Source: an optimization exercise on an open RTL-to-GDS flow (aim: small area, a short achievable clock period and few clock cycles per item). Production flows keep margins and buffers that such runs may drop.
Only simulation tests tie the RTL to the original design; equivalence was not proved.
No activity file was given, so power comes from the tool's default toggle rates.

`flow/config.mk`:
```
export PLATFORM = sky130hd
export DESIGN_NAME = largest_unreachable_coin_sum_core
export DESIGN_NICKNAME = largest_unreachable_coin_sum_core
export VERILOG_FILES = /design/flow/design.v
export SDC_FILE = /design/flow/constraint.sdc
export NUM_CORES = 8
export LEC_CHECK = 0
export CAP_MARGIN = 20
export CORE_MARGIN = 2
export CORE_UTILIZATION = 18
export PLACE_DENSITY = 0.3
export SETUP_SLACK_MARGIN = 4
export SLEW_MARGIN = 20
```
`flow/constraint.sdc`:
```
create_clock -name core_clock -period 10.0 [get_ports {clk}]
set_input_delay 2.0000 -clock core_clock [delete_from_list [all_inputs] [get_ports {clk}]]
set_output_delay 2.0000 -clock core_clock [all_outputs]
set_load 0.01 [all_outputs]
```
`flow/design.v`:
```
`default_nettype none
package lucs_pkg;
	localparam int FIELD_W = 12;
	localparam int SIZE_COUNT = 4;
	localparam int WORD_W = 128;
	localparam int WORD_LW = $clog2(WORD_W);
	localparam int N_WORDS = 4096 / WORD_W;
	localparam int QW = FIELD_W - WORD_LW;
endpackage
`default_nettype wire
`default_nettype none
module lucs_bitmem #(
	parameter int W = 128,
	parameter int DEPTH = 30
) (
	input  wire logic                 clk,
	input  wire logic [W-1:0]         wr_word,
	output logic [DEPTH-1:0][W-1:0]   hist
);
	always_ff @(posedge clk) begin
		hist <= {hist[DEPTH-2:0], wr_word};
	end
endmodule
`default_nettype wire
`default_nettype none
module largest_unreachable_coin_sum_core (
	input  wire logic               clk,
	input  wire logic               arst_n,
	input  wire logic               in_valid,
	output logic                    in_stall,
	input  wire logic [lucs_pkg::FIELD_W-1:0] size_first,
	input  wire logic [lucs_pkg::FIELD_W-1:0] size_second,
	input  wire logic [lucs_pkg::FIELD_W-1:0] size_third,
	input  wire logic [lucs_pkg::FIELD_W-1:0] size_fourth,
	input  wire logic [lucs_pkg::FIELD_W-1:0] upper_limit,
	output logic                    out_valid,
	input  wire logic               out_stall,
	output logic [lucs_pkg::FIELD_W-1:0]      largest_gap,
	output logic                    all_reachable
);
	localparam int FW = lucs_pkg::FIELD_W;
	localparam int NS = lucs_pkg::SIZE_COUNT;
	localparam int W  = lucs_pkg::WORD_W;
	localparam int LW = lucs_pkg::WORD_LW;
	localparam int QW = lucs_pkg::QW;
	localparam int NW = lucs_pkg::N_WORDS;
	localparam int HD = NW - 2;
	localparam int NF = 3;
	function automatic logic div3(input logic [FW-1:0] v);
		logic [4:0] s1;
		logic [2:0] s2;
		s1 = '0;
		for (int i = 0; i < FW / 2; i++) s1 = s1 + 5'(v[2*i +: 2]);
		s2 = 3'(s1[1:0]) + 3'(s1[3:2]) + 3'(s1[4]);
		div3 = (s2 == 3'd0) | (s2 == 3'd3) | (s2 == 3'd6);
	endfunction
	function automatic logic [FW-1:0] third(input logic [FW-1:0] v);
		logic [FW-1:0] p;
		p = v;
		for (int i = 1; i < FW; i += 2) p = p + (v << i);
		third = p;
	endfunction
	logic take;        
	logic take_nb;     
	logic                  a_valid;
	logic [NS-1:0][FW-1:0] a_size;
	logic [FW-1:0]         a_lim;
	logic                  a_move;
	logic                  b_valid;
	logic                  b_move;
	assign in_stall = a_valid && b_valid;
	assign a_move   = a_valid && (!b_valid || b_move);
	always_ff @(posedge clk or negedge arst_n) begin
		if (!arst_n) begin
			a_valid <= 1'b0;
		end else begin
			a_valid <= (a_valid && !a_move) || (in_valid && !in_stall);
		end
	end
	always_ff @(posedge clk) begin
		if (!in_stall) begin
			a_size[0] <= size_first;
			a_size[1] <= size_second;
			a_size[2] <= size_third;
			a_size[3] <= size_fourth;
			a_lim     <= upper_limit;
		end
	end
	logic [NS-1:0] a_use;
	always_comb begin
		for (int k = 0; k < NS; k++) begin
			a_use[k] = (a_size[k] != '0) && (a_size[k] <= a_lim);
		end
	end
	logic [NS-1:0][FW-1:0] b_size;
	logic [FW-1:0]         b_lim;
	logic [FW-1:0]         b_lorig;
	logic                  b_red;
	logic                  b_any;
	logic          h_even;
	logic          h_half;
	logic          h_all3;
	logic          h_lim3;
	logic          h_third;
	logic          b_stable;
	logic          b_settled;
	logic g_even;
	logic g_all3;
	always_comb begin
		g_even = 1'b1;
		g_all3 = 1'b1;
		for (int k = 0; k < NS; k++) begin
			if (b_size[k][0]) g_even = 1'b0;
			if (!div3(b_size[k])) g_all3 = 1'b0;
		end
	end
	always_ff @(posedge clk) begin
		h_even <= g_even;
		h_all3 <= g_all3;
		h_lim3 <= div3(b_lim);
	end
	always_comb begin
		h_half   = b_valid && b_settled && b_any && h_even && !b_lim[0];
		h_third  = b_valid && b_settled && b_any && h_all3 && h_lim3 && !h_even;
		b_stable = b_valid && b_settled && !h_half && !h_third;
	end
	always_ff @(posedge clk or negedge arst_n) begin
		if (!arst_n) begin
			b_valid <= 1'b0;
		end else if (a_move) begin
			b_valid <= 1'b1;
		end else if (b_move) begin
			b_valid <= 1'b0;
		end
	end
	always_ff @(posedge clk) begin
		if (a_move) begin
			for (int k = 0; k < NS; k++) b_size[k] <= a_use[k] ? a_size[k] : '0;
			b_lim   <= a_lim;
			b_lorig <= a_lim;
			b_red   <= 1'b0;
			b_any   <= |a_use;
		end else if (h_half) begin
			for (int k = 0; k < NS; k++) b_size[k] <= b_size[k] >> 1;
			b_lim <= b_lim >> 1;
			b_red <= 1'b1;
		end else if (h_third) begin
			for (int k = 0; k < NS; k++) b_size[k] <= third(b_size[k]);
			b_lim <= third(b_lim);
			b_red <= 1'b1;
		end
	end
	logic [LW:0]   g_amin;
	logic [W-1:0]  g_r0;
	logic [1:0]    g_ic1;
	logic [NS-1:0] g_gt3;
	logic [NS-1:0][LW:0] g_sm;
	logic [NS-1:0][FW-1:0] g_n;
	logic [NS-1:0] g_ismin;
	logic [NS-1:0] g_isc1;
	always_comb begin
		for (int k = 0; k < NS; k++) begin
			g_sm[k] = ((b_size[k] != '0) && (b_size[k] <= FW'(W))) ? b_size[k][LW:0] : '1;
			g_n[k]  = (b_size[k] == '0) ? '1 : b_size[k];
			g_gt3[k] = (b_size[k] == '0) ||
				(({2'b00, b_size[k]} + {1'b0, b_size[k], 1'b0}) > {2'b00, b_lim});
		end
		g_amin = '1;
		for (int k = 0; k < NS; k++) begin
			g_ismin[k] = 1'b1;
			for (int m = 0; m < NS; m++) begin
				if (m < k && g_sm[m] <= g_sm[k]) g_ismin[k] = 1'b0;
				if (m > k && g_sm[m] <  g_sm[k]) g_ismin[k] = 1'b0;
			end
		end
		for (int k = 0; k < NS; k++) if (g_ismin[k]) g_amin = g_sm[k];
		g_r0    = '0;
		g_r0[0] = 1'b1;
		for (int k = 0; k < NS; k++) begin
			if ((b_size[k] != '0) && (b_size[k] < FW'(W))) g_r0[b_size[k][LW-1:0]] = 1'b1;
		end
		g_ic1 = 2'd0;
		for (int k = 0; k < NS; k++) begin
			g_isc1[k] = 1'b1;
			for (int m = 0; m < NS; m++) begin
				if (m < k && g_n[m] <= g_n[k]) g_isc1[k] = 1'b0;
				if (m > k && g_n[m] <  g_n[k]) g_isc1[k] = 1'b0;
			end
		end
		for (int k = 0; k < NS; k++) if (g_isc1[k]) g_ic1 = 2'(k);
	end
	logic [LW:0]           bq_amin;
	logic [W-1:0]          bq_r0;
	logic [NS-1:0]         bq_gt3;
	logic [1:0]            bq_ic1;
	always_ff @(posedge clk) begin
		b_settled <= !(a_move || h_half || h_third);
		bq_amin   <= g_amin;
		bq_r0     <= g_r0;
		bq_gt3    <= g_gt3;
		bq_ic1    <= g_ic1;
	end
	logic          h_asmall;
	logic [3:0]    h_nsq;
	logic          h_direct;
	logic [FW-1:0] h_dgap;
	logic          h_dall;
	logic          h_few;
	logic [NS-1:0][FW-1:0] h_sorted;
	always_comb begin
		h_asmall = (bq_amin != '1);
		h_nsq = '0;
		for (int n = 0; n <= LW; n++) begin
			if (32'(bq_amin) <= (W - 1) / ((1 << n) + 1)) h_nsq = 4'(n + 1);
		end
		h_sorted = b_size;
		h_sorted[0] = b_size[bq_ic1];
		h_sorted[bq_ic1] = b_size[0];
		h_few = &bq_gt3;
		h_direct = 1'b0;
		h_dgap   = b_lorig;
		h_dall   = 1'b0;
		if (!b_any) begin
			h_direct = 1'b1;
			h_dall   = (b_lorig == '0);
		end else if (h_even || (h_all3 && !h_lim3)) begin
			h_direct = 1'b1;
		end else if (bq_amin == (LW+1)'(1)) begin
			h_direct = 1'b1;
			if (b_red) begin
				h_dgap = b_lorig - 1'b1;
			end else begin
				h_dgap = '0;
				h_dall = 1'b1;
			end
		end
	end
	typedef enum logic [1:0] {
		D_SQUARE,
		D_SCAN,
		D_READY
	} d_phase_t;
	logic                  d_valid;
	d_phase_t              d_phase;
	logic [NS-1:0][FW-1:0] d_size;
	logic [FW-1:0]         d_lim;
	logic [FW-1:0]         d_lorig;
	logic                  d_red;
	logic [FW-1:0]         d_cand;
	logic                  d_direct;
	logic [FW-1:0]         d_dgap;
	logic                  d_dall;
	logic [LW:0]           d_amin;
	logic                  d_asmall;
	logic [3:0]            d_sqn;
	logic [W-1:0]          d_r0;
	logic                  d_move;
	logic                  d_ready;
	logic                  k_valid;
	assign b_move  = b_stable && (!d_valid || d_move);
	assign d_ready = d_valid && (d_phase == D_READY);
	assign d_move  = d_ready && (!k_valid || take_nb);
	logic [W-1:0] sq;
	always_comb begin
		for (int i = 0; i < W; i++) begin
			sq[i] = 1'b0;
			for (int d = 0; d <= i / 2; d++) begin
				sq[i] = sq[i] | (d_r0[d] & d_r0[i-d]);
			end
		end
	end
	logic d_in;
	always_comb begin
		d_in = 1'b0;
		for (int i = 0; i < NS; i++) begin
			if (d_size[i] == d_cand) d_in = 1'b1;
			for (int j = i; j < NS; j++) begin
				if ({1'b0, d_size[i]} + {1'b0, d_size[j]} == {1'b0, d_cand}) d_in = 1'b1;
			end
		end
	end
	always_ff @(posedge clk or negedge arst_n) begin
		if (!arst_n) begin
			d_valid <= 1'b0;
		end else if (b_move) begin
			d_valid <= 1'b1;
		end else if (d_move) begin
			d_valid <= 1'b0;
		end
	end
	always_ff @(posedge clk) begin
		if (b_move) begin
			d_size   <= h_sorted;
			d_lim    <= b_lim;
			d_lorig  <= b_lorig;
			d_red    <= b_red;
			d_cand   <= b_lim;
			d_direct <= h_direct;
			d_dgap   <= h_dgap;
			d_dall   <= h_dall;
			d_amin   <= bq_amin;
			d_asmall <= h_asmall;
			d_sqn    <= h_nsq;
			d_r0     <= bq_r0;
			if (h_direct)          d_phase <= D_READY;
			else if (h_few)        d_phase <= D_SCAN;
			else if (h_nsq != '0)  d_phase <= D_SQUARE;
			else                   d_phase <= D_READY;
		end else begin
			case (d_phase)
				D_SQUARE: begin
					d_r0  <= sq;
					d_sqn <= d_sqn - 1'b1;
					if (d_sqn == 4'd1) d_phase <= D_READY;
				end
				D_SCAN: begin
					d_cand <= d_cand - 1'b1;
					if (d_red || !d_in) begin
						d_direct <= 1'b1;
						d_dgap   <= d_red ? (d_in ? d_lorig - 1'b1 : d_lorig) : d_cand;
						d_dall   <= 1'b0;
						d_phase  <= D_READY;
					end
				end
				default: begin
				end
			endcase
		end
	end
	logic [NS-1:0]         k_use;
	logic [NS-1:0][FW-1:0] k_size;
	logic [FW-1:0]         k_lim;
	logic [FW-1:0]         k_lorig;
	logic                  k_red;
	logic                  k_direct;
	logic [FW-1:0]         k_dgap;
	logic                  k_dall;
	logic [LW:0]           k_amin;
	logic                  k_asmall;
	logic [W-1:0]          k_r0;
	always_ff @(posedge clk or negedge arst_n) begin
		if (!arst_n) begin
			k_valid <= 1'b0;
		end else if (d_move) begin
			k_valid <= 1'b1;
		end else if (take) begin
			k_valid <= 1'b0;
		end
	end
	always_ff @(posedge clk) begin
		if (d_move) begin
			for (int k = 0; k < NS; k++) k_use[k] <= (d_size[k] != '0);
			k_size   <= d_size;
			k_lim    <= d_lim;
			k_lorig  <= d_lorig;
			k_red    <= d_red;
			k_direct <= d_direct;
			k_dgap   <= d_dgap;
			k_dall   <= d_dall;
			k_amin   <= d_amin;
			k_asmall <= d_asmall;
			k_r0     <= d_r0;
		end
	end
	logic k_run0;
	always_comb begin
		k_run0 = k_asmall;
		for (int i = 0; i < W; i++) begin
			if ((i + 32'(k_amin) >= W) && !k_r0[i]) k_run0 = 1'b0;
		end
	end
	typedef enum logic [1:0] {
		DP_IDLE,
		DP_RUN,
		DP_DIRECT
	} dp_state_t;
	dp_state_t     st;
	logic [QW-1:0] c;
	logic [NS-1:0] cu;
	logic [NS-1:0][QW-1:0] cq;
	logic [NS-1:0][LW-1:0] cr;
	logic [W-1:0]  r0;
	logic [QW-1:0] clast;
	logic [LW-1:0] cllo;
	logic [LW:0]   ca;
	logic          casmall;
	logic          cred;
	logic [FW-1:0] clorig;
	logic [FW-1:0] cdgap;
	logic          cdall;
	logic [NS-1:0] cq1;         
	logic [NS-1:0] cq0;         
	logic [NS-1:0] va_q;        
	logic [NS-1:0] va_d;
	logic          h0v;
	logic          abort;
	logic          dp_free_nb;
	logic [2:0]    npend;
	logic          room;
	logic          pop;
	assign room       = (npend < 3'(NF));
	assign dp_free_nb = (st == DP_IDLE) || (st == DP_DIRECT) || ((st == DP_RUN) && (c == clast));
	assign take_nb    = dp_free_nb && k_valid && room;
	assign take       = (dp_free_nb || ((st == DP_RUN) && abort)) && k_valid && room;
	logic [HD-1:0][W-1:0] hist;
	logic [W-1:0]         y;
	lucs_bitmem #(
		.W    (W),
		.DEPTH(HD)
	) u_hist (
		.clk    (clk),
		.wr_word(y),
		.hist   (hist)
	);
	logic [NS-1:0][W-1:0] far_q;
	logic [NS-1:0][W-1:0] wb_q;
	logic [NS-1:0][W-1:0] wa_raw;
	logic [NS-1:0][W-1:0] win;
	logic [NS-1:0][W-1:0] far_d;
	logic [W-1:0]         wa;
	logic [W-1:0]         wb;
	logic [LW:0][2*W-1:0] pair;
	localparam int HD0 = ((4095 / 3) / W) - 1;
	always_comb begin
		for (int k = 0; k < NS; k++) begin
			wa_raw[k] = cq1[k] ? hist[0] : far_q[k];
			wa = wa_raw[k];
			wb = cq0[k] ? hist[0] : wb_q[k];
			pair[LW] = {wa, wb};
			for (int j = LW - 1; j >= 0; j--) begin
				pair[j] = cr[k][j] ? (pair[j+1] << (1 << j)) : pair[j+1];
			end
			win[k] = pair[0][2*W-1:W];
			far_d[k] = '0;
			for (int j = 0; j < ((k == 0) ? HD0 : HD); j++) begin
				if (cq[k] == QW'(j + 2)) far_d[k] = far_d[k] | hist[j];
			end
		end
	end
	always_ff @(posedge clk) begin
		for (int k = 0; k < NS; k++) begin
			far_q[k] <= va_d[k] ? far_d[k] : '0;
			wb_q[k]  <= (h0v && !take) ? wa_raw[k] : '0;
		end
	end
	logic [W-1:0] x;
	always_comb begin
		x = '0;
		for (int k = 0; k < NS; k++) x = x | win[k];
		for (int i = 0; i < W; i++) begin
			y[i] = x[i];
			for (int d = 1; d <= i; d++) begin
				y[i] = y[i] | (r0[d] & x[i-d]);
			end
		end
		if (!h0v) y = r0;
	end
	always_ff @(posedge clk or negedge arst_n) begin
		if (!arst_n) begin
			st <= DP_IDLE;
		end else if (take) begin
			st <= k_direct ? DP_DIRECT : DP_RUN;
		end else if (dp_free_nb || abort) begin
			st <= DP_IDLE;
		end
	end
	always_ff @(posedge clk) begin
		if (take) begin
			c      <= '0;
			r0     <= k_r0;
			for (int k = 0; k < NS; k++) begin
				cu[k] <= k_use[k];
				cq[k] <= k_size[k][FW-1:LW];
				cq1[k] <= (k_size[k][FW-1:LW] == QW'(1));
				cq0[k] <= (k_size[k][FW-1:LW] == '0);
				cr[k] <= k_size[k][LW-1:0];
			end
			if (k_run0) begin
				clast <= '0;
				cllo  <= (k_lim[FW-1:LW] != '0) ? '1 : k_lim[LW-1:0];
			end else begin
				clast <= k_lim[FW-1:LW];
				cllo  <= k_lim[LW-1:0];
			end
			ca      <= k_amin;
			casmall <= k_asmall;
			cred    <= k_red;
			clorig  <= k_lorig;
			cdgap   <= k_dgap;
			cdall   <= k_dall;
		end else if (st == DP_RUN) begin
			c <= c + 1'b1;
		end
	end
	always_comb begin
		for (int k = 0; k < NS; k++) begin
			va_d[k] = va_q[k];
			if (take) begin
				va_d[k] = 1'b0;
			end else if ((st == DP_RUN) && cu[k] && (cq[k] != '0) && (c + 1'b1 == cq[k])) begin
				va_d[k] = 1'b1;
			end
		end
	end
	always_ff @(posedge clk) begin
		va_q <= va_d;
		if (take) begin
			h0v <= 1'b0;
		end else if (st == DP_RUN) begin
			h0v <= 1'b1;
		end
	end
	logic          e_valid;
	logic          e_direct;
	logic          e_first;
	logic          e_last;
	logic [QW-1:0] e_c;
	logic [LW-1:0] e_llo;
	logic [LW:0]   e_a;
	logic          e_asmall;
	logic          e_red;
	logic [FW-1:0] e_lorig;
	logic [FW-1:0] e_dgap;
	logic          e_dall;
	always_ff @(posedge clk or negedge arst_n) begin
		if (!arst_n) begin
			e_valid <= 1'b0;
		end else begin
			e_valid <= ((st == DP_RUN) && !abort) || (st == DP_DIRECT);
		end
	end
	always_ff @(posedge clk) begin
		e_direct <= (st == DP_DIRECT);
		e_first  <= (c == '0);
		e_last   <= (c == clast);
		e_c      <= c;
		e_llo    <= cllo;
		e_a      <= ca;
		e_asmall <= casmall;
		e_red    <= cred;
		e_lorig  <= clorig;
		e_dgap   <= cdgap;
		e_dall   <= cdall;
	end
	logic [W-1:0]  zm;
	logic          zfound;
	logic [LW-1:0] zidx;
	logic          run_ok;
	logic          lz_found;
	logic [FW-1:0] lz;
	logic          push;
	logic [FW-1:0] push_gap;
	logic          push_all;
	logic [W-1:0]  d0;
	logic          found;
	logic [FW-1:0] val;
	always_comb begin
		d0 = hist[0];
		for (int i = 0; i < W; i++) begin
			zm[i] = !d0[i] && (!e_last || (LW'(i) <= e_llo));
		end
		zfound = |zm;
		zidx   = '0;
		for (int i = 0; i < W; i++) begin
			if (zm[i]) zidx = LW'(i);
		end
		run_ok = e_asmall;
		for (int i = 0; i < W; i++) begin
			if ((i + 32'(e_a) >= W) && !d0[i]) run_ok = 1'b0;
		end
		abort = e_valid && !e_direct && !e_last && run_ok;
		found = zfound || (lz_found && !e_first);
		val   = zfound ? {e_c, zidx} : lz;
		push  = e_valid && (e_direct || e_last || run_ok);
		if (e_direct) begin
			push_gap = e_dgap;
			push_all = e_dall;
		end else if (e_red) begin
			push_gap = (e_last && !d0[e_llo]) ? e_lorig : (e_lorig - 1'b1);
			push_all = 1'b0;
		end else begin
			push_gap = found ? val : '0;
			push_all = !found;
		end
	end
	always_ff @(posedge clk) begin
		if (e_valid && !e_direct) begin
			if (zfound) begin
				lz       <= {e_c, zidx};
				lz_found <= 1'b1;
			end else if (e_first) begin
				lz_found <= 1'b0;
			end
		end
	end
	logic [NF-1:0]         rv;
	logic [NF-1:0][FW-1:0] rg;
	logic [NF-1:0]         ra;
	logic [NF-1:0]         qv;
	logic [NF-1:0][FW-1:0] qg;
	logic [NF-1:0]         qa;
	logic [NF-1:0]         nv;
	logic [NF-1:0][FW-1:0] ng;
	logic [NF-1:0]         na;
	assign pop = rv[0] && !out_stall;
	always_comb begin
		qv = pop ? (rv >> 1) : rv;
		qg = pop ? (rg >> FW) : rg;
		qa = pop ? (ra >> 1) : ra;
		nv = qv;
		ng = qg;
		na = qa;
		if (push) begin
			nv = {qv[NF-2:0], 1'b1};
			for (int i = 0; i < NF; i++) begin
				if (!qv[i] && ((i == 0) || qv[(i == 0) ? 0 : i-1])) begin
					ng[i] = push_gap;
					na[i] = push_all;
				end
			end
		end
	end
	always_ff @(posedge clk or negedge arst_n) begin
		if (!arst_n) begin
			rv    <= '0;
			npend <= '0;
		end else begin
			rv    <= nv;
			npend <= npend + 3'(take) - 3'(pop);
		end
	end
	always_ff @(posedge clk) begin
		rg <= ng;
		ra <= na;
	end
	assign out_valid     = rv[0];
	assign largest_gap   = rg[0];
	assign all_reachable = ra[0];
endmodule
`default_nettype wire
```
`flow/run.sh`:
```
#!/bin/bash
# synth_recipe.tcl (not shown) runs the flow's synth.tcl, then flattens the netlist and writes it again
# the make line also repeats each setting of config.mk as NAME=value (left out here)
make -C /OpenROAD-flow-scripts/flow DESIGN_CONFIG=/design/flow/config.mk WORK_HOME=/design/flow/orfs CLKGATE_MAP_FILE= SYNTH_SCRIPT=/design/flow/synth_recipe.tcl finish
```
==> results.toml, run 1 <==
[die]
start_util = 0.180
dieHeight_um = 1480
chipWidth_um = 1480
ioPinCount = 79
rows = 540

[logic_synthesis]
synth_common_cells = "6127 x a22oi_1, 5105 x dfxtp_1, 4545 x clkbuf_1, 2904 x a22o_1, 2847 x a221oi_1"
synthesis.area_um2 = 390000
syn-num-nets = 42800
ys_seq_elements = 5966
yosys.area.top_type = "dfxtp_1"
yosysUniqueCellTypes = 102
syn_area_per_cell_um2 = 9.28
yosysMostFrequentCell = "a22oi_1"
synthCells = 42000
seq_area_frac_synth = 0.328
synth_flop_cell = "dfxtp_1"
yosysWarnings = 2
yosys-top-cells-area = "dfxtp_1 26%, a22oi_1 12%, edfxtp_1 6.5%, a22o_1 6.5%, a221oi_1 6.4%"
async_flop_share = 0.00218
yosysTopAreaCellShare = 0.262
synth_edf_count = 848

[placed_design]
port_buffers = 78
gp_congestion = 1.03
placed_area_um2 = 436000
place_ws_ns = 1.41
dp_hpwl_um = 2830000

[status]
haltStage = "global routing (5_1_grt)"
firstError = "[ERROR GRT-0232] Routing congestion too high. Check the congestion heatmap in the GUI."
status = "did not finish"

[global_routing]
grt_usage = 0.385
grt_max_degree = 137
grt_overflow = 4

[cts]
numClockSinks = 5966
ctsRootBufferMaster = "clkbuf_16"
cts_buffers = 793
cts-hold-fix-buffers = 0
cts_buffer_depth = 6
htree_levels = 6
repair_timing:
action,4_1_cts
resized for setup,1851
pin swaps,309
setup endpoints to repair,1388
buffers inserted,818
cloned,116
metal layers:
layer / GRT overflow / GRT usage
met1: 3 / 0.444
met2: 0 / 0.505
met3: 0 / 0.207
met4: 1 / 0.331
met5: 0 / 0.0548
worst max path at each step:
| stage | slack [ns] | depth (start not counted) | from | end |
|---|---|---|---|---|
| floorplan | 4.42 | 17 | u_hist.hist[30]$_DFF_P_ | far_q[108]$_SDFF_PN0_ |
| global placement | 0.70 | 16 | cq1[0]$_DFFE_PN_ | u_hist.hist[79]$_DFF_P_ |
| detailed placement | 1.41 | 16 | cr[6]$_DFFE_PN_ | u_hist.hist[107]$_DFF_P_ |
| CTS | 3.63 | 20 | cr[27]$_DFFE_PN_ | u_hist.hist[123]$_DFF_P_ |
cell families after synthesis:
group | share of synthesized area
mux | 0.131
flops | 0.328
compound gates | 0.337
buf+inv | 0.0637
fa+ha+maj | 0.0239
xor+xnor | 0.00941
simple gates | 0.107
power by group through the flow:
stage / combinational [µW] / clock (µW) / sequential [µW]
after detailed placement: 119000 / 0 / 49000
after floorplan: 59700 / 0 / 39100
after global placement: 120000 / 0 / 49700
after CTS: 127000 / 32300 / 48200
per-stage QoR:
step | hold WS, ns | std cells
after floorplan | 0.323 | 42000
after detailed placement | 0.327 | 68000
after global placement | 0.325 | 68000
after CTS | 0.218 | 70400
Testbench counts, summed over its fixed seeds: cycles 1,980, items 192.
==> inputs of run 2 (changes only) <==
--- a/flow/config.mk
+++ b/flow/config.mk
@@ -6,8 +6,10 @@
 export NUM_CORES = 8
 export LEC_CHECK = 0
 export CAP_MARGIN = 20
+export CELL_PAD_IN_SITES_DETAIL_PLACEMENT = 1
+export CELL_PAD_IN_SITES_GLOBAL_PLACEMENT = 2
 export CORE_MARGIN = 2
-export CORE_UTILIZATION = 18
-export PLACE_DENSITY = 0.3
+export CORE_UTILIZATION = 24
+export PLACE_DENSITY = 0.5
 export SETUP_SLACK_MARGIN = 4
 export SLEW_MARGIN = 20
==> run 2 against run 1 <==
Compared with the run above: the run again fails in global routing (5_1_grt); synthesized cell count did not move; area after synthesis unchanged.
==> results.toml, run 2 <==
[logic_synthesis]
synth_flop_cell = "dfxtp_1"
synthCells = 42000
async_flop_share = 0.00218
synth_edf_count = 848
yosysWarnings = 2
seq_area_frac_synth = 0.328
syn-num-nets = 42800
syn_area_per_cell_um2 = 9.28
ys_seq_elements = 5966
yosys.area.top_type = "dfxtp_1"
yosysTopAreaCellShare = 0.262
synth_common_cells = "6127 x a22oi_1, 5105 x dfxtp_1, 4545 x clkbuf_1, 2904 x a22o_1, 2847 x a221oi_1"
yosys-top-cells-area = "dfxtp_1 26%, a22oi_1 12%, edfxtp_1 6.5%, a22o_1 6.5%, a221oi_1 6.4%"
synthesis.area_um2 = 390000
yosysMostFrequentCell = "a22oi_1"
yosysUniqueCellTypes = 102

[placed_design]
port_buffers = 78
placed_area_um2 = 425000
dp_hpwl_um = 2690000
gp_congestion = 1.08

[status]
status = "did not finish"
firstError = "[ERROR GRT-0232] Routing congestion too high. Check the congestion heatmap in the GUI."
haltStage = "global routing (5_1_grt)"

[cts]
numClockSinks = 5966
cts_buffers = 764
htree_levels = 6
ctsRootBufferMaster = "clkbuf_16"
cts-hold-fix-buffers = 0
cts_buffer_depth = 5

[die]
dieHeight_um = 1280
ioPinCount = 79
chipWidth_um = 1280
rows = 468
start_util = 0.240

[global_routing]
grt_usage = 0.498
grt_max_degree = 137
grt_overflow = 6
-- run 2: cell counts after synthesis --
No cell type changed its count.
-- run 2: worst max-delay path by stage --
stage | end | slack, ns | cells past startpoint
CTS | u_hist.hist[110]$_DFF_P_ | 3.68 | 17
detailed placement | u_hist.hist[110]$_DFF_P_ | 1.06 | 16
global placement | u_hist.hist[119]$_DFF_P_ | 0.41 | 17
floorplan | far_q[108]$_SDFF_PN0_ | 4.42 | 17
-- run 2: metal layers --
metal / track usage / overflow
met1: 0.589 / 0
met2: 0.632 / 0
met3: 0.286 / 0
met4: 0.403 / 0
met5: 0.0979 / 6
-- run 2: what timing repair did --
item                       4_1_cts
setup endpoints to repair     1427
gates resized for setup       1767
gates cloned                   145
hold endpoints to repair         0
pin swaps                      278
buffers inserted               829
-- run 2: cells by family after synthesis --
family | after synthesis | share of synthesized area
AOI/OAI and AO/OA | 16700 | 0.337
xor gates and xnor gates | 419 | 0.00941
adders and majority gates | 671 | 0.0239
buffers and inverters | 6224 | 0.0637
DFF | 5966 | 0.328
muxes | 3655 | 0.131
and+or+nand+nor | 8400 | 0.107
-- run 2: power by group through the flow --
stage	combinational (µW)	sequential (µW)	clock (µW)
floorplan	59700	39100	0
global placement	117000	49100	0
detailed placement	117000	48900	0
CTS	125000	48000	30800
-- run 2: stage by stage --
step	worst slack, ns	power, µW	cells
after detailed placement	1.06	166000	60700
after floorplan	4.42	98800	42000
after global placement	0.406	166000	60700
after CTS	3.68	204000	63100
==> inputs of run 3 (changes only) <==
--- a/flow/design.v
+++ b/flow/design.v
@@ -2,7 +2,7 @@
 package lucs_pkg;
 	localparam int FIELD_W = 12;
 	localparam int SIZE_COUNT = 4;
-	localparam int WORD_W = 128;
+	localparam int WORD_W = 32;
 	localparam int WORD_LW = $clog2(WORD_W);
 	localparam int N_WORDS = 4096 / WORD_W;
 	localparam int QW = FIELD_W - WORD_LW;
@@ -10,8 +10,8 @@
 `default_nettype wire
 `default_nettype none
 module lucs_bitmem #(
-	parameter int W = 128,
-	parameter int DEPTH = 30
+	parameter int W = 32,
+	parameter int DEPTH = 126
 ) (
 	input  wire logic                 clk,
 	input  wire logic [W-1:0]         wr_word,
==> flow/config.mk (replaced) <==
export PLATFORM = sky130hd
export DESIGN_NAME = largest_unreachable_coin_sum_core
export DESIGN_NICKNAME = largest_unreachable_coin_sum_core
export VERILOG_FILES = /design/flow/design.v
export SDC_FILE = /design/flow/constraint.sdc
export NUM_CORES = 8
export LEC_CHECK = 0
export CAP_MARGIN = 20
export CORE_MARGIN = 2
export CORE_UTILIZATION = 30
export PLACE_DENSITY = 0.45
export SLEW_MARGIN = 20
==> run 3 against run 2 <==
Compared with the run above: the flow again stops in global routing (5_1_grt); area after synthesis decreased by 41%; synthesized cell count fell by 48%.
==> results.toml, run 3 <==
[global_routing]
grt_max_degree = 119
grt_usage = 0.834
grt_overflow = 693
grt_pass1_wl_um = 4150000
first_global_vias = 303000

[logic_synthesis]
synth_edf_count = 554
yosysUniqueCellTypes = 98
yosysTopAreaCellShare = 0.388
syn_area_per_cell_um2 = 10.4
yosys-top-cells-area = "dfxtp_1 39%, a22oi_1 9.9%, a22o_1 7.5%, a221oi_1 7.5%, edfxtp_1 7.3%"
yosys.area.top_type = "dfxtp_1"
synthCells = 22000
syn-num-nets = 22800
yosysWarnings = 2
ys_seq_elements = 4998
yosysMostFrequentCell = "dfxtp_1"
seq_area_frac_synth = 0.462
synthesis.area_um2 = 229000
synth_common_cells = "4431 x dfxtp_1, 3026 x a22oi_1, 1954 x a22o_1, 1946 x a221oi_1, 1532 x clkbuf_1"
synth_flop_cell = "dfxtp_1"
async_flop_share = 0.00260

[cts]
htree_levels = 6
ctsRootBufferMaster = "clkbuf_16"
cts_buffer_depth = 4
cts_buffers = 599
cts_setup_buffers = 0
cts.repair.resized = 0
cts-hold-fix-buffers = 0
numClockSinks = 4998

[placed_design]
port_buffers = 78
gp_congestion = 1.27
dp_hpwl_um = 2090000
dp.cells = 32000
place_ws_ns = 4.28

[die]
start_util = 0.301
rows = 320
dieHeight_um = 877
chipWidth_um = 877
ioPinCount = 79

[status]
haltStage = "global routing (5_1_grt)"
status = "did not finish"
firstError = "[ERROR GRT-0116] Global routing finished with congestion. Check the congestion regions in the DRC Viewer."
==> run 3: worst max path at each step <==
stage | to | slack [ns] | depth (start not counted)
2_1_floorplan | d_dall$_SDFFCE_PN0P_ | 1.65 | 12
4_1_cts | u_hist.hist[30]$_DFF_P_ | 4.23 | 11
3_5_place_dp | u_hist.hist[30]$_DFF_P_ | 4.28 | 11
3_3_place_gp | far_q[2]$_SDFF_PN0_ | 4.13 | 14
==> run 3: logic make-up after synthesis <==
group / after synthesis / synth area share
compound gates: 8775 / 0.303
mux: 756 / 0.0444
xor+xnor: 421 / 0.0161
fa+ha+maj: 666 / 0.0405
buf+inv: 2266 / 0.0387
simple gates: 4161 / 0.0948
flops: 4998 / 0.462
==> run 3: layer usage <==
metal | overflow | global-route usage
met2 | 262 | 0.915
met5 | 25 | 0.641
met1 | 84 | 0.845
met4 | 211 | 0.777
met3 | 111 | 0.774
==> run 3: per-stage QoR <==
| stage | hold WS, ns | cell area, µm² | utilization |
|---|---|---|---|
| 2_1_floorplan | 0.323 | 229000 | - |
| 3_3_place_gp | 0.325 | 252000 | 0.331 |
| 3_5_place_dp | 0.327 | 253000 | 0.333 |
| 4_1_cts | 0.341 | 273000 | 0.360 |
==> run 3: power by group through the flow <==
stage	Sequential, µW	Combinational [µW]	Clock, µW
after floorplan	26600	25100	0
after global placement	30700	39400	0
after detailed placement	30500	39600	0
after CTS	30100	39900	23600
Testbench counts of run 3, summed over its fixed seeds: cycles 7,043, items 192.
